Source: an optimization exercise on an open RTL-to-GDS flow (aim: small area, a short achievable clock period and few clock cycles). Production flows keep margins and buffers that such runs may drop.
In this exercise RTL edits were held to simulation tests only and were not proved equivalent to the original.

Setup of lagoon:
// ray_gen_sequencer
module ray_gen_sequencer
#(
  parameter  int DATA_W    = 32,
  parameter  int SCALE     = 16,
  parameter  int RF_ADDR_W = 5,
  parameter  int IP_W      = 6,
  parameter  int INSN_W    = rgu_pkg::insnWidth(RF_ADDR_W),
  localparam int HOST_AW   = rgu_pkg::maxInt(IP_W, RF_ADDR_W),
  localparam int HOST_DW   = rgu_pkg::maxInt(DATA_W, INSN_W)
) (
  input  logic               iClock,
  input  logic               iReset_n,
  input  logic               iStart,
  output logic               oBusy,
  output logic               oDone,
  input  logic               iFifoFull,
  output logic               oFifoPush,
  output logic [DATA_W-1:0]  oFifoData,
  input  logic               iHostSelect,
  input  logic               iHostWrite,
  input  logic               iHostInsn,
  input  logic [HOST_AW-1:0] iHostAddr,
  input  logic [HOST_DW-1:0] iHostData,
  output logic [HOST_DW-1:0] oHostData
);
For scale: ~13,000 cells after synthesis, ~2,600 flip-flops, ~110 I/O pins, about 0.14 sq mm of cells after synthesis.
clock: 12.0 ns
lec_check: 0
abc_area: 1
cap_margin: 20
core_margin: 2
core_utilization: 50
setup_slack_margin: 4.45
slew_margin: 20
run.sh (not shown) runs the stock make flow with config.mk's settings and CLKGATE_MAP_FILE= SYNTH_SCRIPT=/design/flow/synth_recipe.tcl, a recipe that flattens the netlist after the stock synthesis.
Per the final summary, lagoon finished and its layout is clean on timing, DRC and antenna.
Testbench counts of lagoon, summed over its fixed seeds: cycles 13,320.
Relative to lagoon, the following input files were edited for nickel:
Settings: an added CTS_CLUSTER_DIAMETER of 60; an added CTS_CLUSTER_SIZE of 25; a change of SETUP_SLACK_MARGIN from 4.45 to 4.35.
## What came out
Comparing lagoon with nickel, the routed wire length on met2 came out essentially unchanged.
Vertical extent of the die came out exactly the same in nickel and lagoon.
Delta (nickel minus lagoon): critical path depth in cells now sits higher, number of H-tree branching levels decreased 1.

---

Another version of the RTL of ray_gen_sequencer (not shown whole).
Size in the first run: roughly 11000 cells after synthesis, roughly 2500 flip-flops, roughly 110 I/O pins, ~0.13 mm2 of cells after synthesis.
make LEC_CHECK=0 CAP_MARGIN=20 CORE_MARGIN=2 CORE_UTILIZATION=50 CTS_CLUSTER_DIAMETER=60 CTS_CLUSTER_SIZE=30 SETUP_SLACK_MARGIN=4.6 SLEW_MARGIN=20 finish   # period 12.0 ns
Testbench counts at the start, summed over its fixed seeds: cycles 13,688.
==> next run, changes <==
--- a/flow/config.mk
+++ b/flow/config.mk
@@ -7,0 +8 @@
+export ABC_AREA = 1
@@ -12,2 +13,2 @@
-export CTS_CLUSTER_SIZE = 30
-export SETUP_SLACK_MARGIN = 4.6
+export CTS_CLUSTER_SIZE = 25
+export SETUP_SLACK_MARGIN = 4.35
Clock skew decreases by 40 ps. First-iteration DRC count came out lower by about a fifth. Die area shrinks slightly. Via count came out lower by a few percent. Synthesized area is lower slightly.

---

## run F
Another version of the RTL of ray_gen_sequencer (not shown whole).
Size: roughly 13000 cells after synthesis, about 130000 sq um of cells after synthesis.
==> flow/config.mk <==
export PLATFORM = sky130hd
export DESIGN_NAME = ray_gen_sequencer
export DESIGN_NICKNAME = ray_gen_sequencer
export VERILOG_FILES = /design/flow/design.v
export SDC_FILE = /design/flow/constraint.sdc
export NUM_CORES = 4
export LEC_CHECK = 0
export ABC_AREA = 1
export CAP_MARGIN = 20
export CORE_MARGIN = 2
export CORE_UTILIZATION = 50
export CTS_BUF_LIST = sky130_fd_sc_hd__clkbuf_8
export CTS_CLUSTER_DIAMETER = 50
export CTS_CLUSTER_SIZE = 20
export SETUP_SLACK_MARGIN = 4.2
export SLEW_MARGIN = 20
==> flow/constraint.sdc <==
create_clock -name core_clock -period 12.0 [get_ports {iClock}]
set_input_delay 2.4000 -clock core_clock [delete_from_list [all_inputs] [get_ports {iClock}]]
set_output_delay 2.4000 -clock core_clock [all_outputs]
set_load 0.01 [all_outputs]
Run F reached the final stage; the timing, DRC and antenna checks on its layout passed.
Testbench counts of run F, summed over its fixed seeds: cycles 13,488.
Input-level comparison between run Y and run F:
--- a/flow/config.mk
+++ b/flow/config.mk
@@ -12,4 +12,3 @@
-export CTS_BUF_LIST = sky130_fd_sc_hd__clkbuf_8
-export CTS_CLUSTER_DIAMETER = 50
-export CTS_CLUSTER_SIZE = 20
-export SETUP_SLACK_MARGIN = 4.2
+export CTS_CLUSTER_DIAMETER = 60
+export CTS_CLUSTER_SIZE = 25
+export SETUP_SLACK_MARGIN = 4.35
- On routed wire length, run F and run Y are basically level.
- On run Y: share of the clock period used by the worst path after layout is 0.95 points lower than what run F gave.
- Run Y against run F: count of instances resized after the clock tree is built rose 63, via count saw little to no change.

what the ideal ports hide:
Ports are ideal in the flow. The routed layouts listed here were re-timed in OpenROAD. Step 1, drivers: a clkbuf_16 drives iClock and a buf_2 each remaining input, both assumed. Step 2, shift: input delay + t, output delay - t, t = (earliest + latest rising clock arrival at the registers) / 2. This alone moves slack from input paths to output paths. Three values: ideal, step 1, step 2; two values: the first two.
run | shift t [ns] | slack for setup (ns) | cell pins on the clock port's net
lagoon | 1.020 | 4.032 / 3.910 / 3.249 | 1
nickel | 1.030 | 3.995 / 3.940 / 2.910 | 1
the first run of note 2 | 0.968 | 4.224 / 3.900 / 3.900 | 1
the second run of note 2 | 0.994 | 3.997 / 3.910 / 3.910 | 1
run F | 1.179 | 4.029 / 3.848 / 2.711 | 1
run Y | 1.004 | 4.142 / 3.887 / 3.887 | 1
After both steps setup and hold are still met in every run listed. For run F, which loses most, drivers alone change the setup slack by -0.181 ns; drivers and shift together by -1.318 ns.
